Context: an optimization exercise on an open-source flow, tuned for small area and few clock cycles per item. The choices shown serve that exercise and are no tape-out recipe.
Only simulation tests tie the RTL to the original design; equivalence was not proved.

`flow/config.mk`:
```
export PLATFORM = sky130hd
export DESIGN_NAME = event_countdown_calc_core
export DESIGN_NICKNAME = event_countdown_calc_core
export VERILOG_FILES = /design/flow/design.v
export SDC_FILE = /design/flow/constraint.sdc
export NUM_CORES = 4
export LEC_CHECK = 0
export ABC_AREA = 1
export CAP_MARGIN = 20
export CORE_MARGIN = 2
export CORE_UTILIZATION = 40
export CTS_BUF_LIST = sky130_fd_sc_hd__clkbuf_8
export SLEW_MARGIN = 20
export SYNTH_HIERARCHICAL = 1
export SYNTH_MINIMUM_KEEP_SIZE = 0
```
`flow/constraint.sdc`:
```
create_clock -name core_clock -period 12.0 [get_ports {clk}]
set_input_delay 2.4000 -clock core_clock [delete_from_list [all_inputs] [get_ports {clk}]]
set_output_delay 2.4000 -clock core_clock [all_outputs]
set_load 0.01 [all_outputs]
```
`flow/design.v`:
```
`default_nettype none
package ecc_pkg;
  localparam int unsigned YEAR_W  = 12;
  localparam int unsigned MONTH_W = 4;
  localparam int unsigned DAY_W   = 5;
  localparam int unsigned HOUR_W  = 5;
  localparam int unsigned MIN_W   = 6;
  localparam int unsigned SEC_W   = 6;
  localparam int unsigned DAYS_W  = 20;
  localparam int unsigned CIDX_W  = 3;
  localparam int unsigned CDAT_W  = 12;
  typedef logic [YEAR_W-1:0]  year_t;
  typedef logic [MONTH_W-1:0] month_t;
  typedef logic [DAY_W-1:0]   day_t;
  typedef logic [HOUR_W-1:0]  hour_t;
  typedef logic [MIN_W-1:0]   min_t;
  typedef logic [SEC_W-1:0]   sec_t;
  typedef logic [DAYS_W-1:0]  days_t;
  localparam year_t  RST_YEAR   = 12'd2022;
  localparam month_t RST_MONTH  = 4'd5;
  localparam day_t   RST_DAY    = 5'd17;
  localparam hour_t  RST_HOUR   = 5'd10;
  localparam min_t   RST_MINUTE = 6'd56;
  localparam logic [10:0] RST_PE = 11'd1404;
  localparam logic [4:0]  RST_VE = 5'd15;
  localparam logic [143:0] CUM_DAYS_TBL =
    144'ha753a9d4e98445e6d45aa5cf05a1d87c0000;
  function automatic logic [8:0] cum_days(input logic [3:0] x);
    cum_days = CUM_DAYS_TBL[x * 9 +: 9];
  endfunction
  localparam logic [319:0] CENT_V_TBL =
    320'h3deef37bd6718bdab5a4e528c1ef7358c5a92941cc62906310400;
  function automatic logic [4:0] cent_v(input logic [5:0] x);
    cent_v = CENT_V_TBL[x * 5 +: 5];
  endfunction
  localparam logic [511:0] SEC_SPLIT_TBL =
    512'hb9babb404142434445464748494a4b4c4d4e4f505152535455565758595a5b5c5d5e5f606162636465666768696a6b6c6d6e6f707172737475767778797a7b00;
  function automatic logic [7:0] sec_split(input logic [5:0] x);
    sec_split = SEC_SPLIT_TBL[x * 8 +: 8];
  endfunction
endpackage
`default_nettype wire
`default_nettype none
module ecc_fa (
  input  logic a,
  input  logic b,
  input  logic c,
  output logic s,
  output logic co
);
  assign s  = a ^ b ^ c;
  assign co = (a & b) | (a & c) | (b & c);
endmodule
module ecc_ha (
  input  logic a,
  input  logic b,
  output logic s,
  output logic co
);
  assign s  = a ^ b;
  assign co = a & b;
endmodule
`default_nettype wire
`default_nettype none
module event_countdown_calc_core (
  input  logic                   clk,
  input  logic                   rst_n,
  input  logic                   start,
  output logic                   busy,
  input  ecc_pkg::year_t         in_now_year,
  input  ecc_pkg::month_t        in_now_month,
  input  ecc_pkg::day_t          in_now_day,
  input  ecc_pkg::hour_t         in_now_hour,
  input  ecc_pkg::min_t          in_now_minute,
  input  ecc_pkg::sec_t          in_now_second,
  output logic                   out_valid,
  output ecc_pkg::days_t         out_days_left,
  output ecc_pkg::hour_t         out_hours_left,
  output ecc_pkg::min_t          out_minutes_left,
  output ecc_pkg::sec_t          out_seconds_left,
  output logic                   out_event_passed,
  input  logic                   cfg_valid,
  output logic                   cfg_ready,
  input  logic [ecc_pkg::CIDX_W-1:0] cfg_index,
  input  logic [ecc_pkg::CDAT_W-1:0] cfg_data
);
  ecc_pkg::year_t  ev_year_n;
  ecc_pkg::month_t ev_month_n;
  ecc_pkg::day_t   ev_day_n;
  ecc_pkg::hour_t  ev_hour_n;
  ecc_pkg::min_t   ev_minute_n;
  logic [15:0]     dy;
  logic [11:0]     k;
  logic [4:0]      nv;
  ecc_pkg::month_t ev_month;
  logic            wr_r;
  logic [10:0]     pe_r;
  logic [4:0]      ve_r;
  ecc_pkg::hour_t  t_hours;
  ecc_pkg::min_t   t_minutes;
  ecc_pkg::sec_t   t_seconds;
  logic [1:0]      t_carry2;
  logic            v_r;
  logic [15:0]     dy_r;
  logic [11:0]     k_r;
  logic [4:0]      nv_r;
  logic [1:0]      carry2_r;
  ecc_pkg::hour_t  hours_r;
  ecc_pkg::min_t   minutes_r;
  ecc_pkg::sec_t   seconds_r;
  logic ne;
  logic [8:0] cn;
  logic [5:0] nq;
  logic [7:0] s_split;
  logic [7:0] tm;
  logic [6:0] th;
  logic [1:0] bs, bm1;
  logic s1_;
  logic c2_;
  logic s3_;
  logic c4_;
  logic s5_;
  logic c6_;
  logic s7_;
  logic c8_;
  logic s9_;
  logic c10_;
  logic s11_;
  logic c12_;
  logic s13_;
  logic c14_;
  logic s15_;
  logic c16_;
  logic s17_;
  logic c18_;
  logic s19_;
  logic c20_;
  logic s21_;
  logic c22_;
  logic s23_;
  logic c24_;
  logic s25_;
  logic c26_;
  logic s27_;
  logic c28_;
  logic s29_;
  logic c30_;
  logic s31_;
  logic c32_;
  logic s33_;
  logic c34_;
  logic s35_;
  logic c36_;
  logic s37_;
  logic c38_;
  logic s39_;
  logic c40_;
  logic s41_;
  logic c42_;
  logic s43_;
  logic c44_;
  logic [11:0] ys;
  logic [3:0] ms;
  logic [4:0] ds;
  logic [10:0] pe_g;
  logic n45_;
  logic s46_;
  logic c47_;
  logic s48_;
  logic c49_;
  logic s50_;
  logic c51_;
  logic s52_;
  logic c53_;
  logic s54_;
  logic c55_;
  logic s56_;
  logic c57_;
  logic s58_;
  logic c59_;
  logic n60_;
  logic s61_;
  logic c62_;
  logic n63_;
  logic s64_;
  logic c65_;
  logic n66_;
  logic s67_;
  logic c68_;
  logic n69_;
  logic s70_;
  logic c71_;
  logic s72_;
  logic c73_;
  logic s74_;
  logic c75_;
  logic s76_;
  logic c77_;
  logic k78_;
  logic k79_;
  logic k80_;
  logic k81_;
  logic k82_;
  logic k83_;
  logic k84_;
  logic k85_;
  logic k86_;
  logic k87_;
  logic s88_;
  logic c89_;
  logic s90_;
  logic c91_;
  logic s92_;
  logic c93_;
  logic s94_;
  logic c95_;
  logic s96_;
  logic c97_;
  logic s98_;
  logic c99_;
  logic s100_;
  logic c101_;
  logic s102_;
  logic c103_;
  logic s104_;
  logic c105_;
  logic s106_;
  logic c107_;
  logic s108_;
  logic c109_;
  logic s110_;
  logic c111_;
  logic s112_;
  logic c113_;
  logic s114_;
  logic c115_;
  logic s116_;
  logic c117_;
  logic s118_;
  logic c119_;
  logic s120_;
  logic c121_;
  logic [12:0] dy1;
  logic s122_;
  logic c123_;
  logic s124_;
  logic c125_;
  logic s126_;
  logic c127_;
  logic s128_;
  logic c129_;
  logic s130_;
  logic c131_;
  logic s132_;
  logic c133_;
  logic s134_;
  logic c135_;
  logic s136_;
  logic c137_;
  logic s138_;
  logic c139_;
  logic s140_;
  logic c141_;
  logic s142_;
  logic c143_;
  logic s144_;
  logic c145_;
  logic s146_;
  logic c147_;
  logic s148_;
  logic c149_;
  logic s150_;
  logic c151_;
  logic s152_;
  logic c153_;
  logic s154_;
  logic c155_;
  logic s156_;
  logic c157_;
  logic s158_;
  logic c159_;
  logic s160_;
  logic c161_;
  logic s162_;
  logic c163_;
  logic s164_;
  logic c165_;
  logic s166_;
  logic c167_;
  logic s168_;
  logic c169_;
  logic s170_;
  logic c171_;
  logic s172_;
  logic c173_;
  logic s174_;
  logic c175_;
  logic s176_;
  logic c177_;
  logic s178_;
  logic c179_;
  logic s180_;
  logic c181_;
  logic s182_;
  logic c183_;
  logic s184_;
  logic c185_;
  logic s186_;
  logic c187_;
  logic s188_;
  logic c189_;
  logic s190_;
  logic c191_;
  logic s192_;
  logic c193_;
  logic s194_;
  logic c195_;
  logic s196_;
  logic c197_;
  logic s198_;
  logic c199_;
  logic s200_;
  logic c201_;
  logic s202_;
  logic c203_;
  logic s204_;
  logic c205_;
  logic s206_;
  logic c207_;
  logic [21:0] x;
  logic tz, pas, sat;
  logic s208_;
  logic c209_;
  logic s210_;
  logic c211_;
  logic s212_;
  logic c213_;
  logic s214_;
  logic c215_;
  logic s216_;
  logic c217_;
  logic s218_;
  logic c219_;
  logic s220_;
  logic c221_;
  logic s222_;
  logic c223_;
  logic s224_;
  logic c225_;
  logic s226_;
  logic c227_;
  logic s228_;
  logic c229_;
  logic s230_;
  logic c231_;
  logic s232_;
  logic c233_;
  logic s234_;
  logic c235_;
  logic s236_;
  logic c237_;
  logic s238_;
  logic c239_;
  logic s240_;
  logic c241_;
  logic s242_;
  logic c243_;
  logic s244_;
  logic c245_;
  logic s246_;
  logic c247_;
  logic s248_;
  logic c249_;
  logic s250_;
  logic c251_;
  logic s252_;
  logic c253_;
  logic s254_;
  logic c255_;
  logic s256_;
  logic c257_;
  logic s258_;
  logic c259_;
  logic s260_;
  logic c261_;
  logic s262_;
  logic c263_;
  logic s264_;
  logic c265_;
  logic s266_;
  logic c267_;
  logic s268_;
  logic c269_;
  logic s270_;
  logic c271_;
  logic s272_;
  logic c273_;
  logic s274_;
  logic c275_;
  logic s276_;
  logic c277_;
  logic s278_;
  logic c279_;
  logic s280_;
  logic c281_;
  logic s282_;
  logic c283_;
  logic s284_;
  logic c285_;
  logic s286_;
  logic c287_;
  logic s288_;
  logic c289_;
  logic s290_;
  logic c291_;
  logic s292_;
  logic c293_;
  logic s294_;
  logic c295_;
  logic s296_;
  logic c297_;
  logic s298_;
  logic c299_;
  logic s300_;
  logic c301_;
  logic s302_;
  logic c303_;
  logic s304_;
  logic c305_;
  logic s306_;
  logic c307_;
  logic s308_;
  logic c309_;
  logic p310_;
  logic g311_;
  logic s312_;
  logic c313_;
  logic s314_;
  logic c315_;
  logic p316_;
  logic g317_;
  logic o318_;
  logic k319_;
  logic o320_;
  logic k321_;
  logic o322_;
  logic k323_;
  logic o324_;
  logic bc325_;
  logic p326_;
  logic g327_;
  logic p328_;
  logic g329_;
  logic s330_;
  logic c331_;
  logic p332_;
  logic g333_;
  logic o334_;
  logic k335_;
  logic o336_;
  logic k337_;
  logic o338_;
  logic k339_;
  logic o340_;
  logic bc341_;
  logic p342_;
  logic g343_;
  logic s344_;
  logic c345_;
  logic p346_;
  logic g347_;
  logic p348_;
  logic g349_;
  logic o350_;
  logic k351_;
  logic o352_;
  logic k353_;
  logic o354_;
  logic k355_;
  logic o356_;
  logic bc357_;
  assign busy      = wr_r;
  assign cfg_ready = 1'b1;
  always_ff @(posedge clk) begin
    if (!rst_n) begin
      ev_year_n   <= ~ecc_pkg::RST_YEAR;
      ev_month_n  <= ~ecc_pkg::RST_MONTH;
      ev_day_n    <= ~ecc_pkg::RST_DAY;
      ev_hour_n   <= ~ecc_pkg::RST_HOUR;
      ev_minute_n <= ~ecc_pkg::RST_MINUTE;
    end else if (cfg_valid) begin
      case (cfg_index)
        3'd0: ev_year_n   <= ~cfg_data;
        3'd1: ev_month_n  <= ~cfg_data[ecc_pkg::MONTH_W-1:0];
        3'd2: ev_day_n    <= ~cfg_data[ecc_pkg::DAY_W-1:0];
        3'd3: ev_hour_n   <= ~cfg_data[ecc_pkg::HOUR_W-1:0];
        3'd4: ev_minute_n <= ~cfg_data[ecc_pkg::MIN_W-1:0];
        default: ;
      endcase
    end
  end
  assign s_split = ecc_pkg::sec_split(in_now_second);
  assign bs = s_split[7:6];
  assign t_seconds = s_split[5:0];
  ecc_fa u_s1_ (.a(in_now_minute[0]), .b(ev_minute_n[0]), .c(bs[0]), .s(s1_), .co(c2_));
  ecc_fa u_s3_ (.a(in_now_minute[1]), .b(ev_minute_n[1]), .c(bs[1]), .s(s3_), .co(c4_));
  ecc_fa u_s5_ (.a(c4_), .b(in_now_minute[2]), .c(ev_minute_n[2]), .s(s5_), .co(c6_));
  ecc_fa u_s7_ (.a(c6_), .b(in_now_minute[3]), .c(ev_minute_n[3]), .s(s7_), .co(c8_));
  ecc_fa u_s9_ (.a(c8_), .b(in_now_minute[4]), .c(ev_minute_n[4]), .s(s9_), .co(c10_));
  ecc_fa u_s11_ (.a(c10_), .b(in_now_minute[5]), .c(ev_minute_n[5]), .s(s11_), .co(c12_));
  ecc_ha u_s13_ (.a(c2_), .b(s3_), .s(s13_), .co(c14_));
  ecc_ha u_s15_ (.a(s5_), .b(c14_), .s(s15_), .co(c16_));
  ecc_ha u_s17_ (.a(s7_), .b(c16_), .s(s17_), .co(c18_));
  ecc_ha u_s19_ (.a(s9_), .b(c18_), .s(s19_), .co(c20_));
  ecc_ha u_s21_ (.a(s11_), .b(c20_), .s(s21_), .co(c22_));
  ecc_ha u_s23_ (.a(c12_), .b(c22_), .s(s23_), .co(c24_));
  assign tm[0] = s1_;
  assign tm[1] = s13_;
  assign tm[2] = s15_;
  assign tm[3] = s17_;
  assign tm[4] = s19_;
  assign tm[5] = s21_;
  assign tm[6] = s23_;
  assign tm[7] = c24_;
  assign bm1 = (tm[7:2] == 6'd0) ? 2'd0 : (tm[7:6] == 2'd0) ? 2'd1 :
               (tm[7] || (tm[6] && (tm[5:2] == 4'hF))) ? 2'd3 : 2'd2;
  assign t_minutes = {4'(~tm[5:2] + {bm1[1], bm1[1], bm1[1], !bm1[0]}), ~tm[1:0]};
  ecc_fa u_s25_ (.a(in_now_hour[0]), .b(ev_hour_n[0]), .c(bm1[0]), .s(s25_), .co(c26_));
  ecc_fa u_s27_ (.a(in_now_hour[1]), .b(ev_hour_n[1]), .c(bm1[1]), .s(s27_), .co(c28_));
  ecc_fa u_s29_ (.a(c28_), .b(in_now_hour[2]), .c(ev_hour_n[2]), .s(s29_), .co(c30_));
  ecc_fa u_s31_ (.a(c30_), .b(in_now_hour[3]), .c(ev_hour_n[3]), .s(s31_), .co(c32_));
  ecc_fa u_s33_ (.a(c32_), .b(in_now_hour[4]), .c(ev_hour_n[4]), .s(s33_), .co(c34_));
  ecc_ha u_s35_ (.a(c26_), .b(s27_), .s(s35_), .co(c36_));
  ecc_ha u_s37_ (.a(s29_), .b(c36_), .s(s37_), .co(c38_));
  ecc_ha u_s39_ (.a(s31_), .b(c38_), .s(s39_), .co(c40_));
  ecc_ha u_s41_ (.a(s33_), .b(c40_), .s(s41_), .co(c42_));
  ecc_ha u_s43_ (.a(c34_), .b(c42_), .s(s43_), .co(c44_));
  assign th[0] = s25_;
  assign th[1] = s35_;
  assign th[2] = s37_;
  assign th[3] = s39_;
  assign th[4] = s41_;
  assign th[5] = s43_;
  assign th[6] = c44_;
  assign t_carry2 = (th <= 7'd8) ? 2'd0 : (th <= 7'd32) ? 2'd1 : (th <= 7'd56) ? 2'd2 : 2'd3;
  assign t_hours = 5'(~th[4:0] + {t_carry2[1], !t_carry2[0], 3'b001});
  assign ys = wr_r ? ~ev_year_n : in_now_year;
  assign ms = wr_r ? ~ev_month_n : in_now_month;
  assign ds = wr_r ? ~ev_day_n : in_now_day;
  assign pe_g = wr_r ? 11'd0 : pe_r;
  assign ne = (ys[1:0] != 2'd0) || (ms > 4'd2);
  assign cn = ecc_pkg::cum_days(ms);
  assign n45_ = ~ne;
  ecc_fa u_s46_ (.a(ys[3]), .b(ys[6]), .c(n45_), .s(s46_), .co(c47_));
  ecc_fa u_s48_ (.a(ys[2]), .b(ys[4]), .c(ys[7]), .s(s48_), .co(c49_));
  ecc_fa u_s50_ (.a(ys[3]), .b(ys[5]), .c(ys[8]), .s(s50_), .co(c51_));
  ecc_fa u_s52_ (.a(ys[4]), .b(ys[6]), .c(ys[9]), .s(s52_), .co(c53_));
  ecc_fa u_s54_ (.a(ys[5]), .b(ys[7]), .c(ys[10]), .s(s54_), .co(c55_));
  ecc_fa u_s56_ (.a(ys[6]), .b(ys[8]), .c(ys[11]), .s(s56_), .co(c57_));
  ecc_fa u_s58_ (.a(ys[7]), .b(ys[9]), .c(ne), .s(s58_), .co(c59_));
  assign n60_ = ~ne;
  ecc_fa u_s61_ (.a(c49_), .b(s50_), .c(n60_), .s(s61_), .co(c62_));
  assign n63_ = ~ne;
  ecc_fa u_s64_ (.a(c51_), .b(s52_), .c(n63_), .s(s64_), .co(c65_));
  assign n66_ = ~ne;
  ecc_fa u_s67_ (.a(c53_), .b(s54_), .c(n66_), .s(s67_), .co(c68_));
  assign n69_ = ~ne;
  ecc_fa u_s70_ (.a(c55_), .b(s56_), .c(n69_), .s(s70_), .co(c71_));
  ecc_fa u_s72_ (.a(c59_), .b(ys[8]), .c(ys[10]), .s(s72_), .co(c73_));
  ecc_fa u_s74_ (.a(c71_), .b(c57_), .c(s58_), .s(s74_), .co(c75_));
  ecc_fa u_s76_ (.a(c73_), .b(ys[9]), .c(ys[11]), .s(s76_), .co(c77_));
  assign k78_ = (ys[2] & ~ne) | (ys[2] & 1'b0) | (~ne & 1'b0);
  assign k79_ = (ys[3] & ~ne) | (ys[3] & k78_) | (~ne & k78_);
  assign k80_ = (ys[4] & ~ne) | (ys[4] & k79_) | (~ne & k79_);
  assign k81_ = (ys[2] & ys[5]) | (ys[2] & k80_) | (ys[5] & k80_);
  assign k82_ = (s46_ & 1'b0) | (s46_ & k81_) | (1'b0 & k81_);
  assign k83_ = (c47_ & s48_) | (c47_ & k82_) | (s48_ & k82_);
  assign k84_ = (s61_ & 1'b0) | (s61_ & k83_) | (1'b0 & k83_);
  assign k85_ = (c62_ & s64_) | (c62_ & k84_) | (s64_ & k84_);
  assign k86_ = (c65_ & s67_) | (c65_ & k85_) | (s67_ & k85_);
  assign k87_ = (c68_ & s70_) | (c68_ & k86_) | (s70_ & k86_);
  ecc_ha u_s88_ (.a(s74_), .b(k87_), .s(s88_), .co(c89_));
  ecc_fa u_s90_ (.a(c75_), .b(s72_), .c(c89_), .s(s90_), .co(c91_));
  ecc_ha u_s92_ (.a(s76_), .b(c91_), .s(s92_), .co(c93_));
  ecc_fa u_s94_ (.a(c77_), .b(ys[10]), .c(c93_), .s(s94_), .co(c95_));
  ecc_ha u_s96_ (.a(ys[11]), .b(c95_), .s(s96_), .co(c97_));
  assign nq[0] = s88_;
  assign nq[1] = s90_;
  assign nq[2] = s92_;
  assign nq[3] = s94_;
  assign nq[4] = s96_;
  assign nq[5] = c97_;
  assign nv = ~ecc_pkg::cent_v(nq);
  ecc_ha u_s98_ (.a(in_now_year[0]), .b(ev_year_n[0]), .s(s98_), .co(c99_));
  ecc_fa u_s100_ (.a(in_now_year[1]), .b(ev_year_n[1]), .c(c99_), .s(s100_), .co(c101_));
  ecc_fa u_s102_ (.a(in_now_year[2]), .b(ev_year_n[2]), .c(c101_), .s(s102_), .co(c103_));
  ecc_fa u_s104_ (.a(in_now_year[3]), .b(ev_year_n[3]), .c(c103_), .s(s104_), .co(c105_));
  ecc_fa u_s106_ (.a(in_now_year[4]), .b(ev_year_n[4]), .c(c105_), .s(s106_), .co(c107_));
  ecc_fa u_s108_ (.a(in_now_year[5]), .b(ev_year_n[5]), .c(c107_), .s(s108_), .co(c109_));
  ecc_fa u_s110_ (.a(in_now_year[6]), .b(ev_year_n[6]), .c(c109_), .s(s110_), .co(c111_));
  ecc_fa u_s112_ (.a(in_now_year[7]), .b(ev_year_n[7]), .c(c111_), .s(s112_), .co(c113_));
  ecc_fa u_s114_ (.a(in_now_year[8]), .b(ev_year_n[8]), .c(c113_), .s(s114_), .co(c115_));
  ecc_fa u_s116_ (.a(in_now_year[9]), .b(ev_year_n[9]), .c(c115_), .s(s116_), .co(c117_));
  ecc_fa u_s118_ (.a(in_now_year[10]), .b(ev_year_n[10]), .c(c117_), .s(s118_), .co(c119_));
  ecc_fa u_s120_ (.a(in_now_year[11]), .b(ev_year_n[11]), .c(c119_), .s(s120_), .co(c121_));
  assign dy1[0] = s98_;
  assign dy1[1] = s100_;
  assign dy1[2] = s102_;
  assign dy1[3] = s104_;
  assign dy1[4] = s106_;
  assign dy1[5] = s108_;
  assign dy1[6] = s110_;
  assign dy1[7] = s112_;
  assign dy1[8] = s114_;
  assign dy1[9] = s116_;
  assign dy1[10] = s118_;
  assign dy1[11] = s120_;
  assign dy1[12] = c121_;
  ecc_ha u_s122_ (.a(dy1[1]), .b(dy1[0]), .s(s122_), .co(c123_));
  ecc_fa u_s124_ (.a(dy1[2]), .b(dy1[0]), .c(c123_), .s(s124_), .co(c125_));
  ecc_fa u_s126_ (.a(dy1[3]), .b(dy1[1]), .c(c125_), .s(s126_), .co(c127_));
  ecc_fa u_s128_ (.a(dy1[4]), .b(dy1[2]), .c(c127_), .s(s128_), .co(c129_));
  ecc_fa u_s130_ (.a(dy1[5]), .b(dy1[3]), .c(c129_), .s(s130_), .co(c131_));
  ecc_fa u_s132_ (.a(dy1[6]), .b(dy1[4]), .c(c131_), .s(s132_), .co(c133_));
  ecc_fa u_s134_ (.a(dy1[7]), .b(dy1[5]), .c(c133_), .s(s134_), .co(c135_));
  ecc_fa u_s136_ (.a(dy1[8]), .b(dy1[6]), .c(c135_), .s(s136_), .co(c137_));
  ecc_fa u_s138_ (.a(dy1[9]), .b(dy1[7]), .c(c137_), .s(s138_), .co(c139_));
  ecc_fa u_s140_ (.a(dy1[10]), .b(dy1[8]), .c(c139_), .s(s140_), .co(c141_));
  ecc_fa u_s142_ (.a(dy1[11]), .b(dy1[9]), .c(c141_), .s(s142_), .co(c143_));
  ecc_fa u_s144_ (.a(dy1[12]), .b(dy1[10]), .c(c143_), .s(s144_), .co(c145_));
  ecc_fa u_s146_ (.a(dy1[11]), .b(c145_), .c(1'b1), .s(s146_), .co(c147_));
  ecc_ha u_s148_ (.a(dy1[12]), .b(c147_), .s(s148_), .co(c149_));
  assign dy[0] = ~dy1[0];
  assign dy[1] = s122_;
  assign dy[2] = s124_;
  assign dy[3] = s126_;
  assign dy[4] = s128_;
  assign dy[5] = s130_;
  assign dy[6] = s132_;
  assign dy[7] = s134_;
  assign dy[8] = s136_;
  assign dy[9] = s138_;
  assign dy[10] = s140_;
  assign dy[11] = s142_;
  assign dy[12] = s144_;
  assign dy[13] = s146_;
  assign dy[14] = s148_;
  assign dy[15] = c149_;
  ecc_fa u_s150_ (.a(ys[2]), .b(cn[0]), .c(ds[0]), .s(s150_), .co(c151_));
  ecc_fa u_s152_ (.a(ys[3]), .b(cn[1]), .c(ds[1]), .s(s152_), .co(c153_));
  ecc_fa u_s154_ (.a(ys[4]), .b(cn[2]), .c(ds[2]), .s(s154_), .co(c155_));
  ecc_fa u_s156_ (.a(ys[5]), .b(cn[3]), .c(ds[3]), .s(s156_), .co(c157_));
  ecc_fa u_s158_ (.a(ys[6]), .b(cn[4]), .c(ds[4]), .s(s158_), .co(c159_));
  ecc_fa u_s160_ (.a(ys[7]), .b(cn[5]), .c(pe_g[5]), .s(s160_), .co(c161_));
  ecc_fa u_s162_ (.a(ys[8]), .b(cn[6]), .c(pe_g[6]), .s(s162_), .co(c163_));
  ecc_fa u_s164_ (.a(ys[9]), .b(cn[7]), .c(pe_g[7]), .s(s164_), .co(c165_));
  ecc_fa u_s166_ (.a(ys[10]), .b(cn[8]), .c(pe_g[8]), .s(s166_), .co(c167_));
  ecc_fa u_s168_ (.a(s150_), .b(pe_g[0]), .c(ne), .s(s168_), .co(c169_));
  ecc_fa u_s170_ (.a(c151_), .b(s152_), .c(pe_g[1]), .s(s170_), .co(c171_));
  ecc_fa u_s172_ (.a(c153_), .b(s154_), .c(pe_g[2]), .s(s172_), .co(c173_));
  ecc_fa u_s174_ (.a(c155_), .b(s156_), .c(pe_g[3]), .s(s174_), .co(c175_));
  ecc_fa u_s176_ (.a(c157_), .b(s158_), .c(pe_g[4]), .s(s176_), .co(c177_));
  ecc_fa u_s178_ (.a(c167_), .b(ys[11]), .c(pe_g[9]), .s(s178_), .co(c179_));
  ecc_fa u_s180_ (.a(c177_), .b(c159_), .c(s160_), .s(s180_), .co(c181_));
  ecc_fa u_s182_ (.a(c181_), .b(c161_), .c(s162_), .s(s182_), .co(c183_));
  ecc_fa u_s184_ (.a(c183_), .b(c163_), .c(s164_), .s(s184_), .co(c185_));
  ecc_fa u_s186_ (.a(c185_), .b(c165_), .c(s166_), .s(s186_), .co(c187_));
  ecc_ha u_s188_ (.a(c169_), .b(s170_), .s(s188_), .co(c189_));
  ecc_fa u_s190_ (.a(c171_), .b(s172_), .c(c189_), .s(s190_), .co(c191_));
  ecc_fa u_s192_ (.a(c173_), .b(s174_), .c(c191_), .s(s192_), .co(c193_));
  ecc_fa u_s194_ (.a(c175_), .b(s176_), .c(c193_), .s(s194_), .co(c195_));
  ecc_ha u_s196_ (.a(s180_), .b(c195_), .s(s196_), .co(c197_));
  ecc_ha u_s198_ (.a(s182_), .b(c197_), .s(s198_), .co(c199_));
  ecc_ha u_s200_ (.a(s184_), .b(c199_), .s(s200_), .co(c201_));
  ecc_ha u_s202_ (.a(s186_), .b(c201_), .s(s202_), .co(c203_));
  ecc_fa u_s204_ (.a(c187_), .b(s178_), .c(c203_), .s(s204_), .co(c205_));
  ecc_fa u_s206_ (.a(c179_), .b(pe_g[10]), .c(c205_), .s(s206_), .co(c207_));
  assign k[0] = s168_;
  assign k[1] = s188_;
  assign k[2] = s190_;
  assign k[3] = s192_;
  assign k[4] = s194_;
  assign k[5] = s196_;
  assign k[6] = s198_;
  assign k[7] = s200_;
  assign k[8] = s202_;
  assign k[9] = s204_;
  assign k[10] = s206_;
  assign k[11] = c207_;
  ecc_fa u_s208_ (.a(dy_r[0]), .b(k_r[0]), .c(nv_r[0]), .s(s208_), .co(c209_));
  ecc_fa u_s210_ (.a(dy_r[1]), .b(k_r[1]), .c(nv_r[1]), .s(s210_), .co(c211_));
  ecc_fa u_s212_ (.a(dy_r[2]), .b(k_r[2]), .c(nv_r[2]), .s(s212_), .co(c213_));
  ecc_fa u_s214_ (.a(dy_r[0]), .b(dy_r[3]), .c(k_r[3]), .s(s214_), .co(c215_));
  ecc_fa u_s216_ (.a(dy_r[1]), .b(dy_r[4]), .c(k_r[4]), .s(s216_), .co(c217_));
  ecc_fa u_s218_ (.a(dy_r[2]), .b(dy_r[5]), .c(k_r[5]), .s(s218_), .co(c219_));
  ecc_fa u_s220_ (.a(dy_r[0]), .b(dy_r[3]), .c(dy_r[6]), .s(s220_), .co(c221_));
  ecc_fa u_s222_ (.a(dy_r[1]), .b(dy_r[4]), .c(dy_r[7]), .s(s222_), .co(c223_));
  ecc_fa u_s224_ (.a(dy_r[2]), .b(dy_r[5]), .c(dy_r[8]), .s(s224_), .co(c225_));
  ecc_fa u_s226_ (.a(dy_r[3]), .b(dy_r[6]), .c(dy_r[9]), .s(s226_), .co(c227_));
  ecc_fa u_s228_ (.a(dy_r[4]), .b(dy_r[7]), .c(dy_r[10]), .s(s228_), .co(c229_));
  ecc_fa u_s230_ (.a(dy_r[5]), .b(dy_r[8]), .c(dy_r[11]), .s(s230_), .co(c231_));
  ecc_fa u_s232_ (.a(dy_r[6]), .b(dy_r[9]), .c(dy_r[12]), .s(s232_), .co(c233_));
  ecc_fa u_s234_ (.a(dy_r[7]), .b(dy_r[10]), .c(dy_r[13]), .s(s234_), .co(c235_));
  ecc_fa u_s236_ (.a(dy_r[8]), .b(dy_r[11]), .c(dy_r[14]), .s(s236_), .co(c237_));
  ecc_fa u_s238_ (.a(dy_r[9]), .b(dy_r[12]), .c(dy_r[15]), .s(s238_), .co(c239_));
  ecc_fa u_s240_ (.a(s208_), .b(ve_r[0]), .c(carry2_r[0]), .s(s240_), .co(c241_));
  ecc_fa u_s242_ (.a(c209_), .b(s210_), .c(ve_r[1]), .s(s242_), .co(c243_));
  ecc_fa u_s244_ (.a(c211_), .b(s212_), .c(ve_r[2]), .s(s244_), .co(c245_));
  ecc_fa u_s246_ (.a(c213_), .b(s214_), .c(nv_r[3]), .s(s246_), .co(c247_));
  ecc_fa u_s248_ (.a(c215_), .b(s216_), .c(nv_r[4]), .s(s248_), .co(c249_));
  ecc_fa u_s250_ (.a(c219_), .b(s220_), .c(k_r[6]), .s(s250_), .co(c251_));
  ecc_fa u_s252_ (.a(c221_), .b(s222_), .c(k_r[7]), .s(s252_), .co(c253_));
  ecc_fa u_s254_ (.a(c223_), .b(s224_), .c(k_r[8]), .s(s254_), .co(c255_));
  ecc_fa u_s256_ (.a(c225_), .b(s226_), .c(k_r[9]), .s(s256_), .co(c257_));
  ecc_fa u_s258_ (.a(c227_), .b(s228_), .c(k_r[10]), .s(s258_), .co(c259_));
  ecc_fa u_s260_ (.a(c229_), .b(s230_), .c(k_r[11]), .s(s260_), .co(c261_));
  ecc_fa u_s262_ (.a(c239_), .b(dy_r[10]), .c(dy_r[13]), .s(s262_), .co(c263_));
  ecc_fa u_s264_ (.a(c241_), .b(s242_), .c(carry2_r[1]), .s(s264_), .co(c265_));
  ecc_fa u_s266_ (.a(c243_), .b(s244_), .c(1'b1), .s(s266_), .co(c267_));
  ecc_fa u_s268_ (.a(c245_), .b(s246_), .c(ve_r[3]), .s(s268_), .co(c269_));
  ecc_fa u_s270_ (.a(c247_), .b(s248_), .c(ve_r[4]), .s(s270_), .co(c271_));
  ecc_fa u_s272_ (.a(c249_), .b(c217_), .c(s218_), .s(s272_), .co(c273_));
  ecc_fa u_s274_ (.a(c253_), .b(s254_), .c(1'b1), .s(s274_), .co(c275_));
  ecc_fa u_s276_ (.a(c259_), .b(s260_), .c(1'b1), .s(s276_), .co(c277_));
  ecc_fa u_s278_ (.a(c261_), .b(c231_), .c(s232_), .s(s278_), .co(c279_));
  ecc_fa u_s280_ (.a(c263_), .b(dy_r[11]), .c(dy_r[14]), .s(s280_), .co(c281_));
  ecc_fa u_s282_ (.a(c275_), .b(c255_), .c(s256_), .s(s282_), .co(c283_));
  ecc_fa u_s284_ (.a(c279_), .b(c233_), .c(s234_), .s(s284_), .co(c285_));
  ecc_fa u_s286_ (.a(c281_), .b(dy_r[12]), .c(dy_r[15]), .s(s286_), .co(c287_));
  ecc_fa u_s288_ (.a(c283_), .b(c257_), .c(s258_), .s(s288_), .co(c289_));
  ecc_fa u_s290_ (.a(c285_), .b(c235_), .c(s236_), .s(s290_), .co(c291_));
  ecc_fa u_s292_ (.a(c291_), .b(c237_), .c(s238_), .s(s292_), .co(c293_));
  ecc_ha u_s294_ (.a(c265_), .b(s266_), .s(s294_), .co(c295_));
  ecc_fa u_s296_ (.a(c267_), .b(s268_), .c(c295_), .s(s296_), .co(c297_));
  ecc_fa u_s298_ (.a(c269_), .b(s270_), .c(c297_), .s(s298_), .co(c299_));
  ecc_fa u_s300_ (.a(c271_), .b(s272_), .c(c299_), .s(s300_), .co(c301_));
  ecc_fa u_s302_ (.a(c273_), .b(s250_), .c(c301_), .s(s302_), .co(c303_));
  ecc_fa u_s304_ (.a(c251_), .b(s252_), .c(c303_), .s(s304_), .co(c305_));
  ecc_ha u_s306_ (.a(s274_), .b(c305_), .s(s306_), .co(c307_));
  ecc_ha u_s308_ (.a(s282_), .b(c307_), .s(s308_), .co(c309_));
  assign p310_ = s288_ ^ 1'b0;
  assign g311_ = s288_ & 1'b0;
  ecc_ha u_s312_ (.a(c289_), .b(s276_), .s(s312_), .co(c313_));
  ecc_ha u_s314_ (.a(c277_), .b(s278_), .s(s314_), .co(c315_));
  assign p316_ = s284_ ^ 1'b0;
  assign g317_ = s284_ & 1'b0;
  assign o318_ = p310_ ^ c309_;
  assign k319_ = g311_ | (p310_ & c309_);
  assign o320_ = s312_ ^ k319_;
  assign k321_ = c313_ | (s312_ & k319_);
  assign o322_ = s314_ ^ k321_;
  assign k323_ = c315_ | (s314_ & k321_);
  assign o324_ = p316_ ^ k323_;
  assign bc325_ = (g317_ | (p316_ & (c315_ | (s314_ & (c313_ | (s312_ & (g311_ | (p310_ & 1'b0)))))))) | (((((1'b1 & p310_) & s312_) & s314_) & p316_) & c309_);
  assign p326_ = s290_ ^ 1'b0;
  assign g327_ = s290_ & 1'b0;
  assign p328_ = s292_ ^ 1'b0;
  assign g329_ = s292_ & 1'b0;
  ecc_ha u_s330_ (.a(c293_), .b(s262_), .s(s330_), .co(c331_));
  assign p332_ = s280_ ^ 1'b0;
  assign g333_ = s280_ & 1'b0;
  assign o334_ = p326_ ^ bc325_;
  assign k335_ = g327_ | (p326_ & bc325_);
  assign o336_ = p328_ ^ k335_;
  assign k337_ = g329_ | (p328_ & k335_);
  assign o338_ = s330_ ^ k337_;
  assign k339_ = c331_ | (s330_ & k337_);
  assign o340_ = p332_ ^ k339_;
  assign bc341_ = (g333_ | (p332_ & (c331_ | (s330_ & (g329_ | (p328_ & (g327_ | (p326_ & 1'b0)))))))) | (((((1'b1 & p326_) & p328_) & s330_) & p332_) & bc325_);
  assign p342_ = s286_ ^ 1'b0;
  assign g343_ = s286_ & 1'b0;
  ecc_ha u_s344_ (.a(c287_), .b(dy_r[13]), .s(s344_), .co(c345_));
  assign p346_ = dy_r[14] ^ 1'b0;
  assign g347_ = dy_r[14] & 1'b0;
  assign p348_ = dy_r[15] ^ 1'b1;
  assign g349_ = dy_r[15] & 1'b1;
  assign o350_ = p342_ ^ bc341_;
  assign k351_ = g343_ | (p342_ & bc341_);
  assign o352_ = s344_ ^ k351_;
  assign k353_ = c345_ | (s344_ & k351_);
  assign o354_ = p346_ ^ k353_;
  assign k355_ = g347_ | (p346_ & k353_);
  assign o356_ = p348_ ^ k355_;
  assign bc357_ = (g349_ | (p348_ & (g347_ | (p346_ & (c345_ | (s344_ & (g343_ | (p342_ & 1'b0)))))))) | (((((1'b1 & p342_) & s344_) & p346_) & p348_) & bc341_);
  assign x[0] = s240_;
  assign x[1] = s264_;
  assign x[2] = s294_;
  assign x[3] = s296_;
  assign x[4] = s298_;
  assign x[5] = s300_;
  assign x[6] = s302_;
  assign x[7] = s304_;
  assign x[8] = s306_;
  assign x[9] = s308_;
  assign x[10] = o318_;
  assign x[11] = o320_;
  assign x[12] = o322_;
  assign x[13] = o324_;
  assign x[14] = o334_;
  assign x[15] = o336_;
  assign x[16] = o338_;
  assign x[17] = o340_;
  assign x[18] = o350_;
  assign x[19] = o352_;
  assign x[20] = o354_;
  assign x[21] = o356_;
  assign tz  = (hours_r == 5'd0) && (minutes_r == 6'd0) && (seconds_r == 6'd0);
  assign pas = !x[21] || (tz && (x == 22'h3FFFFF));
  assign sat = x[21] && !x[20];
  assign out_days_left    = pas ? 20'd0 : sat ? 20'hFFFFF : ~x[19:0];
  assign out_hours_left   = pas ? 5'd0  : sat ? 5'd23     : hours_r;
  assign out_minutes_left = pas ? 6'd0  : sat ? 6'd59     : minutes_r;
  assign out_seconds_left = pas ? 6'd0  : sat ? 6'd59     : seconds_r;
  assign out_event_passed = pas;
  always_ff @(posedge clk) begin
    if (!rst_n) begin
      v_r  <= 1'b0;
      wr_r <= 1'b0;
    end else begin
      v_r  <= start && !wr_r;
      wr_r <= cfg_valid;
    end
  end
  always_ff @(posedge clk) begin
    if (!rst_n) begin
      pe_r <= ecc_pkg::RST_PE;
      ve_r <= ecc_pkg::RST_VE;
    end else if (wr_r) begin
      pe_r <= ~k[10:0];
      ve_r <= ~nv;
    end
  end
  always_ff @(posedge clk) begin
    dy_r      <= dy;
    k_r       <= k;
    nv_r      <= nv;
    carry2_r  <= t_carry2;
    hours_r   <= t_hours;
    minutes_r <= t_minutes;
    seconds_r <= t_seconds;
  end
  assign out_valid = v_r;
endmodule
`default_nettype wire
```
`flow/flow/run.sh`:
```
#!/bin/bash
# The standard layout with two changes:
#  1. after the standard synthesis, the combinational logic between the
#     standard synthesis's registers and adder cells is re-mapped by ABC with
#     an area script (reopt.ys); registers, adder cells, ports and their
#     names are kept as they are;
#  2. the port buffers are plain sky130_fd_sc_hd__buf_1 cells
#     (buffer_ports -buffer_cell) instead of the delay cells buffer_ports
#     picks by default. Every port still gets a buffer.
set -euo pipefail
HERE=$(pwd)
PORTS="BUFFER_PORTS_ARGS=-buffer_cell sky130_fd_sc_hd__buf_1"
RES=$HERE/orfs/results/$FLOW_PLATFORM/event_countdown_calc_core/base
YOSYS=$FLOW_HOME/../tools/install/yosys/bin/yosys
bash standard.sh "$PORTS" "$RES/1_2_yosys.v" > standard_synth.log 2>&1
cp "$RES/1_2_yosys.v" "$HERE/standard_1_2_yosys.v"
sed -e "s#@LIB@#$FLOW_HOME/platforms/sky130hd/lib/sky130_fd_sc_hd__tt_025C_1v80.lib#g" \
    -e "s#@IN@#$HERE/standard_1_2_yosys.v#g" -e "s#@OUT@#$HERE/reopt_1_2_yosys.v#g" \
    -e "s#@ABC@#$HERE/flow/reopt.abc#g" -e "s#@TOP@#$FLOW_TOP#g" flow/reopt.ys > reopt_run.ys
"$YOSYS" -l reopt_yosys.log -q reopt_run.ys > reopt_stdout.log 2>&1
cp "$HERE/reopt_1_2_yosys.v" "$RES/1_2_yosys.v"
touch "$RES/1_2_yosys.v" "$RES/1_2_yosys.sdc"
bash standard.sh "$PORTS" finish > standard_flow.log 2>&1
```
`flow/flow/reopt.abc`:
```
strash
dch
map -a
mfs2
strash
dch
map -a
mfs2
strash
dch
map -a
topo
```
`flow/flow/reopt.ys`:
```
# Re-map the combinational logic of the standard synthesis with ABC.
# Registers, adder cells and tie cells stay as they are (black boxes).
read_liberty -ignore_miss_func @LIB@
setattr -mod -set blackbox 1 sky130_fd_sc_hd__dfxtp_1 sky130_fd_sc_hd__fa_1 sky130_fd_sc_hd__ha_1 sky130_fd_sc_hd__conb_1
read_verilog @IN@
hierarchy -top @TOP@
flatten
opt_clean -purge
abc -liberty @LIB@ -script @ABC@ -dont_use sky130_fd_sc_hd__lpflow_bleeder_1 -dont_use sky130_fd_sc_hd__lpflow_clkbufkapwr_1 -dont_use sky130_fd_sc_hd__lpflow_clkbufkapwr_16 -dont_use sky130_fd_sc_hd__lpflow_clkbufkapwr_2 -dont_use sky130_fd_sc_hd__lpflow_clkbufkapwr_4 -dont_use sky130_fd_sc_hd__lpflow_clkbufkapwr_8 -dont_use sky130_fd_sc_hd__lpflow_clkinvkapwr_1 -dont_use sky130_fd_sc_hd__lpflow_clkinvkapwr_16 -dont_use sky130_fd_sc_hd__lpflow_clkinvkapwr_2 -dont_use sky130_fd_sc_hd__lpflow_clkinvkapwr_4 -dont_use sky130_fd_sc_hd__lpflow_clkinvkapwr_8 -dont_use sky130_fd_sc_hd__lpflow_decapkapwr_12 -dont_use sky130_fd_sc_hd__lpflow_decapkapwr_3 -dont_use sky130_fd_sc_hd__lpflow_decapkapwr_4 -dont_use sky130_fd_sc_hd__lpflow_decapkapwr_6 -dont_use sky130_fd_sc_hd__lpflow_decapkapwr_8 -dont_use sky130_fd_sc_hd__lpflow_inputiso0n_1 -dont_use sky130_fd_sc_hd__lpflow_inputiso0p_1 -dont_use sky130_fd_sc_hd__lpflow_inputiso1n_1 -dont_use sky130_fd_sc_hd__lpflow_inputiso1p_1 -dont_use sky130_fd_sc_hd__lpflow_inputisolatch_1 -dont_use sky130_fd_sc_hd__lpflow_isobufsrc_1 -dont_use sky130_fd_sc_hd__lpflow_isobufsrc_16 -dont_use sky130_fd_sc_hd__lpflow_isobufsrc_2 -dont_use sky130_fd_sc_hd__lpflow_isobufsrc_4 -dont_use sky130_fd_sc_hd__lpflow_isobufsrc_8 -dont_use sky130_fd_sc_hd__lpflow_isobufsrckapwr_16 -dont_use sky130_fd_sc_hd__lpflow_lsbuf_lh_hl_isowell_tap_1 -dont_use sky130_fd_sc_hd__lpflow_lsbuf_lh_hl_isowell_tap_2 -dont_use sky130_fd_sc_hd__lpflow_lsbuf_lh_hl_isowell_tap_4 -dont_use sky130_fd_sc_hd__lpflow_lsbuf_lh_isowell_4 -dont_use sky130_fd_sc_hd__lpflow_lsbuf_lh_isowell_tap_1 -dont_use sky130_fd_sc_hd__lpflow_lsbuf_lh_isowell_tap_2 -dont_use sky130_fd_sc_hd__lpflow_lsbuf_lh_isowell_tap_4 -dont_use sky130_fd_sc_hd__probe_p_8 -dont_use sky130_fd_sc_hd__probec_p_8 
# define the mapped cells (as black boxes) so later passes know their pin directions
read_liberty -lib -ignore_redef @LIB@
opt_clean -purge
hilomap -singleton -hicell sky130_fd_sc_hd__conb_1 HI -locell sky130_fd_sc_hd__conb_1 LO
splitnets
opt_clean -purge
check -assert
stat -liberty @LIB@
write_verilog -noattr -noexpr -nohex -nodec @OUT@
```
`flow/standard.sh`:
```
#!/bin/bash
# synth_recipe.tcl (not shown) runs the flow's synth.tcl, then flattens the netlist and writes it again
# the make line also repeats each setting of config.mk as NAME=value (left out here)
make -C /OpenROAD-flow-scripts/flow DESIGN_CONFIG=/design/flow/config.mk WORK_HOME=/design/flow/orfs CLKGATE_MAP_FILE= SYNTH_SCRIPT=/design/flow/synth_recipe.tcl "${@:-finish}"
```
==> results.txt, run 1 <==
Final std cells w/o fill -> 1015
Synth warn -> 7
CTS tree -> yes
Die area -> 0.01874 mm^2
CP endpoint -> out_days_left[16]
TritonCTS Buffers -> 9
Design Area, Final -> 0.007963 mm^2
Reg-to-reg endpoint -> hours_r[4]
Drt pass-1 iters -> 4
CP Class -> reg -> out
Starting Density -> 40.83%
Postcts setup bufs -> 0
Synth Area per Inst -> 10.54 um^2
Critical R2R Launch -> ev_minute_n[1]
Max_slew headroom -> 36.89%
Cell area after synthesis -> 0.007063 mm^2
First-pass GRT wire length -> 25100 um
Pin count of the biggest net entering global routing -> 49
Tot GR Track Use -> 17.75%
Placed cell count -> 999
Max Cap Violations -> 0
Number of global-route vias before repair -> 4904
Routed WL -> 15440 um
WL/cell -> 15.21 um
Worst Path Arrival -> 7.99 ns
Ant diodes -> 0
Final Hold Violating Endpoints -> 0
Total I/O pin count -> 98
H-tree level count -> 3
CP Capture Type -> output pin
Post-Route Utilization -> 46.04%
Fmax -> 96.23 MHz
Clk sink count -> 102
Crit. Startpoint -> dy_r[1]
Nets@finish -> 1021
Maximum clock path buffer count -> 2
Worst-Margin Slew -> 0.9367 ns
Core Rows -> 48
Final HPWL DP -> 13000 um
Clock latency (worst-skew pair) -> 0.38 ns
R2R cell count -> 25
Core area -> 0.01730 mm^2
Unrepaired setup endpoints after global routing -> false
Worst endpoint required time -> 9.60 ns
Slew Limit Fails -> 0
Outcome -> finished clean
Vias per cell -> 4.859
CTS root buf -> clkbuf_8
CP Max Fanout -> 21
Clock transition at path regs -> 0.11 ns
Gate Count Post-Synth -> 670
# fillers -> 1708
Share of cells above drive strength 1 -> 3.291%
Hold Path Class -> reg -> reg
Antenna Violating Nets Remaining -> 0
Final period util -> 86.60%
R2r setup slk -> 4.63 ns
Final setup fails -> 0
GPL Wtd Cong -> 0.8358
Antenna violations before repair -> 0
Layout Skew -> 0.01692 ns
Area grow syn2layout -> 12.74%
Area after DPL -> 0.007769 mm^2
Total gr overflow -> 0
Chip height -> 136.9 um
# resized after CTS -> 0
# DRC -> 0
Drt first-iter violations -> 217
CP Launch Type -> flip-flop
Port Buffer Count -> 96
Die Width -> 136.9 um
CTS Hold Bufs -> 0
Detailed-route via count -> 4932
Setup_tns -> 0 ns
Crit path time final -> 10.39 ns
-- worst min path at each step --
stage	depth (start not counted)	to	startpoint
after floorplan	2	ev_month_n[1]	ev_month_n[1]
after global placement	2	ev_day_n[1]	ev_day_n[1]
after detailed placement	2	ev_day_n[2]	ev_day_n[2]
after CTS	2	ev_day_n[2]	ev_day_n[2]
after global routing	2	ev_day_n[1]	ev_day_n[1]
final	2	ev_day_n[1]	ev_day_n[1]
-- layout by cell type (no fill, tap or decap), types with 3 or more instances in the layout --
master and count:
o21ai_0 58, xnor2_1 3, xor2_1 6, buf_1 96, clkbuf_8 12, clkinv_1 71, o21a_1 3, buf_4 4
conb_1 5, ha_1 56, a21oi_1 85, nand4_1 8, dfxtp_1 102, o211ai_1 9, nor2_1 72, nand3_1 9
a211oi_1 3, nor4_1 3, fa_1 123, nand2_1 34, nor3_1 6, or2_2 3
-- sequential cells by signal, summed over array words and instances (netlist names), 2 cells and up --
name,count
hours_r,5
nv_r,5
ev_month_n,4
pe_r,11
ev_hour_n,5
ev_year_n,12
minutes_r,6
ve_r,5
dy_r,16
ev_minute_n,6
ev_day_n,5
k_r,12
carry2_r,2
seconds_r,6
-- routing by layer --
layer  share of wire [%]  track usage (%)  up-vias
li1                    -                -     2493
met1                  52            26.08     2340
met2                  44            27.89       89
met3                 3.2            2.593       10
met4                0.96            4.124        0
met5                   0                0        -
-- cell type report --
type | instances | area [um^2] | area share [%]
inverter | 71 | 266.5 | 3.347
multi-input combinational | 501 | 4788 | 60.14
sequential | 102 | 2042 | 25.64
timing repair buffer | 100 | 390.4 | 4.903
clock inverter | 4 | 28.78 | 0.3614
tap | 225 | 281.5 | 3.536
clock buffer | 12 | 165.2 | 2.074
-- worst max-delay path, stage by stage (launching register included) --
cell and delay (ns):
dfxtp_1 0.48, fa_1 0.46, fa_1 0.46, fa_1 0.50, ha_1 0.20, fa_1 0.37, fa_1 0.39, fa_1 0.39
fa_1 0.39, fa_1 0.38, ha_1 0.19, ha_1 0.19, and3_2 0.18, o21a_1 0.16, o21a_1 0.18, nand4_1 0.07
a21boi_0 0.08, ha_1 0.18, ha_1 0.17, or2_2 0.27, ha_1 0.30, nand4_1 0.14, o41ai_4 0.90, buf_4 0.37
a21oi_1 0.07, buf_1 0.14
-- per-stage QoR --
step / setup WS [ns] / hold slack, ns
floorplan: 1.071 / 0.4425
global placement: 1.764 / 0.4555
detailed placement: 1.591 / 0.4588
CTS: 1.552 / 0.4841
global route: 1.155 / 0.5090
finish: 1.608 / 0.4831
Testbench counts, summed over its fixed seeds: cycles 16,200, items 16,000.
==> run 2, diff against run 1 <==
--- a/flow/flow/run.sh
+++ b/flow/flow/run.sh
@@ -3,4 +3,4 @@
 #  1. after the standard synthesis, the combinational logic between the
-#     standard synthesis's registers and adder cells is re-mapped by ABC with
-#     an area script (reopt.ys); registers, adder cells, ports and their
+#     standard synthesis's registers and full adder cells is re-mapped by ABC with
+#     an area script (reopt.ys); registers, full adder cells, ports and their
 #     names are kept as they are;
--- a/flow/flow/reopt.ys
+++ b/flow/flow/reopt.ys
@@ -1,5 +1,6 @@
 # Re-map the combinational logic of the standard synthesis with ABC.
-# Registers, adder cells and tie cells stay as they are (black boxes).
+# Registers, full adder cells and tie cells stay as they are (black boxes);
+# half adder cells are re-mapped with the rest.
 read_liberty -ignore_miss_func @LIB@
-setattr -mod -set blackbox 1 sky130_fd_sc_hd__dfxtp_1 sky130_fd_sc_hd__fa_1 sky130_fd_sc_hd__ha_1 sky130_fd_sc_hd__conb_1
+setattr -mod -set blackbox 1 sky130_fd_sc_hd__dfxtp_1 sky130_fd_sc_hd__fa_1 sky130_fd_sc_hd__conb_1
 read_verilog @IN@
--- a/flow/config.mk
+++ b/flow/config.mk
@@ -12,2 +12,4 @@
 export CTS_BUF_LIST = sky130_fd_sc_hd__clkbuf_8
+export CTS_CLUSTER_DIAMETER = 150
+export CTS_CLUSTER_SIZE = 40
 export SLEW_MARGIN = 20
==> run 2 against run 1 <==
Design area shrank 2.3%. Via count grew 3.8%. Cell count grew 6.5%. Utilization shrank 0.43 points. Area after synthesis shrank 2.4%. Largest cell class unchanged.
==> results.txt, run 2 <==
Nets@finish -> 1032 (+1.1%)
Commonest cells after routing, fill and taps aside -> nor2_1 (152), fa_1 (123), dfxtp_1 (102), buf_1 (96), clkinv_1 (82)
Total I/O pin count -> 98 (unchanged)
Top flop regs -> dy_r x16, ev_year_n x12, k_r x12
Final HPWL DP -> 13320 um (+2.5%)
Drt pass-1 iters -> 5 (+1)
Detailed-route via count -> 5117 (+3.8%)
CTS Hold Bufs -> 0 (unchanged)
# DRC -> 0 (unchanged)
Tot GR Track Use -> 18.39% (+0.64 points)
CP Max Fanout -> 36 (+71%)
Clk sink count -> 102 (unchanged)
Port Buffer Count -> 96 (unchanged)
Core area -> 0.01706 mm^2 (-1.4%)
CP Class -> reg -> out
Design Area, Final -> 0.007779 mm^2 (-2.3%)
HP Start -> pe_r[6]
Outcome -> finished clean
Drt first-iter violations -> 241 (+11%)
Cell mode on critical path -> nor2_1
Gate Count Post-Synth -> 738 (+10%)
Starting Density -> 40.43% (-0.41 points)
Setup_tns -> 0 ns (unchanged)
TritonCTS Buffers -> 9 (unchanged)
R2R cell count -> 17 (-32%)
Max Cap Violations -> 0 (unchanged)
Vias per cell -> 4.734 (-2.6%)
Critical R2R Launch -> ev_year_n[0]
Clock transition at path regs -> 0.10 ns (about the same)
CTS root buf -> clkbuf_8
Area grow syn2layout -> 12.81% (about the same)
CP Capture Type -> output pin
# fillers -> 1718 (+0.59%)
Postcts setup bufs -> 0 (unchanged)
Synth Area per Inst -> 9.343 um^2 (-11%)
Routed WL -> 15710 um (+1.8%)
Most common cell after layout, fill and taps aside -> nor2_1
Die Width -> 135.3 um (-1.2%)
Maximum clock path buffer count -> 2 (unchanged)
Slew Limit Fails -> 0 (unchanged)
Number of global-route vias before repair -> 5001 (+2.0%)
Hold path depth -> 2 (unchanged)
Reg area -> 0.002042 mm^2 (unchanged)
Area after DPL -> 0.007582 mm^2 (-2.4%)
Antenna Violating Nets Remaining -> 0 (unchanged)
Chip height -> 135.3 um (-1.2%)
Multi-input gate area -> 0.004568 mm^2 (-4.6%)
Worst Path Arrival -> 7.74 ns (-0.25 ns)
Final setup fails -> 0 (unchanged)
Pre-CTS setup slack -> 2.269 ns (+0.6782 ns)
CP Launch Type -> flip-flop
# resized after CTS -> 0 (unchanged)
Crit path time final -> 10.14 ns (-0.2537 ns)
Fmax -> 98.64 MHz (+2.5%)
Pin count of the biggest net entering global routing -> 52 (+6.1%)
H-tree level count -> 3 (unchanged)
Core Rows -> 48 (unchanged)
Final Hold Violating Endpoints -> 0 (unchanged)
Layout Skew -> 0.01102 ns (-0.005905 ns)
Slowest stage delay, CP -> 0.58 ns (-0.32 ns)
Cell area after synthesis -> 0.006895 mm^2 (-2.4%)
Final worst setup slack -> 1.862 ns (+0.2537 ns)
Clock latency (worst-skew pair) -> 0.39 ns (about the same)
Ant diodes -> 0 (unchanged)
Worst-Margin Slew -> 0.7343 ns (-0.2024 ns)
CP max stage cell -> fa_1
Final period util -> 84.48% (-2.1 points)
Reg with most FFs -> dy_r
CTS tree -> yes
Share of cells above drive strength 1 -> 3.738% (+0.45 points)
Synth warn -> 7 (unchanged)
Largest register FFs -> 16 (unchanged)
Hold Path Class -> reg -> reg
Crit. Startpoint -> dy_r[2]
First-pass GRT wire length -> 25670 um (+2.3%)
Unrepaired setup endpoints after global routing -> false
Worst endpoint required time -> 9.60 ns (about the same)
GPL Wtd Cong -> 0.8659 (+3.6%)
Antenna violations before repair -> 0 (unchanged)
Die area -> 0.01830 mm^2 (-2.3%)
Max_slew headroom -> 51.04% (+14 points)
WL/cell -> 14.53 um (-4.4%)
Total gr overflow -> 0 (unchanged)
WHS -> 0.4698 ns (-0.01330 ns)
run 2: cell count changes in the layout (fill, tap and decap cells not counted), moves of 3 or more:
| cell | previous run | this run |
|---|---|---|
| ha_1 | 56 | 0 |
| xor2_1 | 6 | 15 |
| o211ai_1 | 9 | 5 |
| nand4_1 | 8 | 4 |
| and2_2 | 0 | 7 |
| xnor2_1 | 3 | 6 |
| nor2_1 | 72 | 152 |
| clkinv_1 | 71 | 82 |
| a22oi_1 | 0 | 5 |
| nand2_1 | 34 | 57 |
| a21oi_1 | 85 | 77 |
run 2: layout make-up:
type | instances | area share, %
multi-input cells | 558 | 58.73
clock buffers | 10 | 1.769
well taps | 225 | 3.619
repair buffers | 99 | 4.922
clock inverters | 5 | 0.7560
flip-flops and latches | 102 | 26.25
inverters | 82 | 3.957
run 2: routing by layer:
| layer | wire, um | vias to the layer above | GRT usage (%) |
|---|---|---|---|
| met2 | 7017 | 113 | 28.54 |
| met3 | 593 | 12 | 3.554 |
| met5 | 0 | - | 0 |
| li1 | - | 2616 | - |
| met4 | 161 | 0 | 3.877 |
| met1 | 7940 | 2376 | 27.02 |
run 2: path summary, 6_finish.rpt:
check	endpoint	slack [ns]
max reg2reg	dy_r[14]	5.31
max	out_seconds_left[2]	1.86
min	pe_r[6]	0.47
min reg2reg	pe_r[6]	0.47
run 2: through the flow:
step / utilization, % / cells
6_report: 45.61 / 1081
5_1_grt: 45.61 / 1081
4_1_cts: 45.61 / 1081
3_5_place_dp: 44.45 / 1066
3_3_place_gp: 44.45 / 1066
2_1_floorplan: - / 742
run 2: critical path: cells and delay by family, from the launching register on:
| family | cells | cell delay, ns |
|---|---|---|
| AO/OA/AOI/OAI | 1 | 0.06 |
| adder cells (fa/ha/maj) | 8 | 3.44 |
| buffers and inverters | 6 | 0.64 |
| flip-flops | 1 | 0.38 |
| AND/OR/NAND/NOR | 22 | 2.84 |
==> run 3, diff against run 2 <==
--- a/flow/config.mk
+++ b/flow/config.mk
@@ -12,4 +12,2 @@
 export CTS_BUF_LIST = sky130_fd_sc_hd__clkbuf_8
-export CTS_CLUSTER_DIAMETER = 150
-export CTS_CLUSTER_SIZE = 40
 export SLEW_MARGIN = 20
==> run 3 against run 2 <==
First-iteration DRC count unchanged. Via count unchanged. Cell count unchanged. Register-to-register slack about the same. Design area unchanged. Area after synthesis unchanged. Maximum frequency unchanged. Flip-flop and latch count unchanged. Critical endpoint unchanged. Largest cell class unchanged. Highest routed layer unchanged.
==> results.txt, run 3 <==
Crit path time final -> 10.14 ns (unchanged)
Port Buffer Count -> 96 (unchanged)
Most common cell after layout, fill and taps aside -> nor2_1
Clock transition at path regs -> 0.10 ns (about the same)
Final period util -> 84.48% (unchanged)
Final Hold Violating Endpoints -> 0 (unchanged)
# DRC -> 0 (unchanged)
Total gr overflow -> 0 (unchanged)
Reg with most FFs -> dy_r
Post-Route Utilization -> 45.61% (unchanged)
Routed WL -> 15710 um (unchanged)
Busiest grt layer -> met2
Antenna violations before repair -> 0 (unchanged)
Postcts setup bufs -> 0 (unchanged)
Number of global-route vias before repair -> 5001 (unchanged)
Nets@finish -> 1032 (unchanged)
CTS root buf -> clkbuf_8
Max Cap Violations -> 0 (unchanged)
Chip height -> 135.3 um (unchanged)
Pin count of the biggest net entering global routing -> 52 (unchanged)
First-pass GRT wire length -> 25670 um (unchanged)
Final setup fails -> 0 (unchanged)
Hold Path Class -> reg -> reg
Tot GR Track Use -> 18.39% (unchanged)
Total I/O pin count -> 98 (unchanged)
Final HPWL DP -> 13320 um (unchanged)
Cell mode on critical path -> nor2_1
CP Class -> reg -> out
Gate Count Post-Synth -> 738 (unchanged)
Fmax -> 98.64 MHz (unchanged)
CTS Hold Bufs -> 0 (unchanged)
Slew Limit Fails -> 0 (unchanged)
Die area -> 0.01830 mm^2 (unchanged)
Drt first-iter violations -> 241 (unchanged)
Met3 GRT Util -> 3.554% (unchanged)
Clk sink count -> 102 (unchanged)
Grt met2 use -> 28.54% (unchanged)
Synth Area per Inst -> 9.343 um^2 (unchanged)
Worst endpoint required time -> 9.60 ns (about the same)
Area grow syn2layout -> 12.81% (unchanged)
Antenna Violating Nets Remaining -> 0 (unchanged)
Vias per cell -> 4.734 (unchanged)
Met1 Track Usage GR -> 27.02% (unchanged)
CP Launch Type -> flip-flop
Largest register FFs -> 16 (unchanged)
CTS tree -> yes
# resized after CTS -> 0 (unchanged)
Share of cells above drive strength 1 -> 3.738% (unchanged)
Max_slew headroom -> 51.04% (unchanged)
Layout Skew -> 0.01102 ns (unchanged)
Cell area after synthesis -> 0.006895 mm^2 (unchanged)
CP max stage cell -> fa_1
Core Rows -> 48 (unchanged)
Starting Density -> 40.43% (unchanged)
Top flop regs -> dy_r x16, ev_year_n x12, k_r x12
Outcome -> finished clean
Synth warn -> 7 (unchanged)
CP Max Fanout -> 36 (unchanged)
H-tree level count -> 3 (unchanged)
Drt pass-1 iters -> 5 (unchanged)
# fillers -> 1718 (unchanged)
Unrepaired setup endpoints after global routing -> false
CP Capture Type -> output pin
GPL Wtd Cong -> 0.8659 (unchanged)
Maximum clock path buffer count -> 2 (unchanged)
Ant diodes -> 0 (unchanged)
WL/cell -> 14.53 um (unchanged)
Commonest cells after routing, fill and taps aside -> nor2_1 (152), fa_1 (123), dfxtp_1 (102), buf_1 (96), clkinv_1 (82)
Worst Path Arrival -> 7.74 ns (about the same)
Setup_tns -> 0 ns (unchanged)
Die Width -> 135.3 um (unchanged)
Clock latency (worst-skew pair) -> 0.39 ns (about the same)
Detailed-route via count -> 5117 (unchanged)
Slowest stage delay, CP -> 0.58 ns (about the same)
TritonCTS Buffers -> 9 (unchanged)
Core area -> 0.01706 mm^2 (unchanged)
Worst-Margin Slew -> 0.7343 ns (unchanged)
==> run 3: worst paths after layout <==
check                from  cells past startpoint             endpoint  slack [ns]
min               pe_r[6]                      2              pe_r[6]        0.47
max               dy_r[2]                     37  out_seconds_left[2]        1.86
max reg2reg  ev_year_n[0]                     17             dy_r[14]        5.31
min reg2reg       pe_r[6]                      2              pe_r[6]        0.47
==> run 3: critical path, delay by kind of cell (launching register included) <==
kind	cells	cell delay, ns
buffers and inverters	6	0.64
AND/OR/NAND/NOR	22	2.84
AO/OA/AOI/OAI	1	0.06
adder cells (fa/ha/maj)	8	3.44
flip-flops	1	0.38
==> run 3: final cells by class <==
cell class,count,area (um^2),area share [%]
tap,225,281.5,3.619
clock inverter,5,58.81,0.7560
clock buffer,10,137.6,1.769
timing repair buffer,99,382.9,4.922
multi-input combinational,558,4568,58.73
inverter,82,307.8,3.957
sequential,102,2042,26.25
==> run 3: layer usage <==
layer,vias to the layer above,wire [um]
met5,-,0
met4,0,161
met3,12,593
met2,113,7017
met1,2376,7940
li1,2616,-
==> run 3: stage by stage <==
step                cells  setup slack [ns]  hold slack [ns]  area, um^2
CTS                  1081             1.824           0.4734        7779
global route         1081             1.244           0.4938        7779
global placement     1066             2.411           0.4559        7582
finish               1081             1.862           0.4698        7779
floorplan             742            0.3194           0.4425        6910
detailed placement   1066             2.269           0.4574        7582

port drivers added, routing unchanged:
The results above use ideal ports. As a check the final layouts listed here were re-extracted and re-timed, cells and wires unchanged. Step 1 assumes that a clkbuf_16 drives the clock port and a buf_2 every other input. Step 2 also shifts input and output timing later by t, the mid clock arrival at the registers, as if the neighbouring blocks saw the same clock. Three values: ideal, step 1, step 2; two values: the first two.
| run | t (ns) | setup slack, ns | latest minus earliest clock arrival (ns) | pins driven straight from the clock port |
|---|---|---|---|---|
| run 1 | 0.409 | 1.608 / 1.574 / 1.602 | 0.017 / 0.017 | 1 |
| run 2 | 0.413 | 1.862 / 1.828 / 2.242 | 0.011 / 0.011 | 1 |
| run 3 | 0.413 | 1.862 / 1.828 / 2.242 | 0.011 / 0.011 | 1 |
After both steps every run listed still meets setup and hold. The setup slack of run 1, which loses most, moves by -0.034 ns with the drivers and by -0.006 ns with both steps.
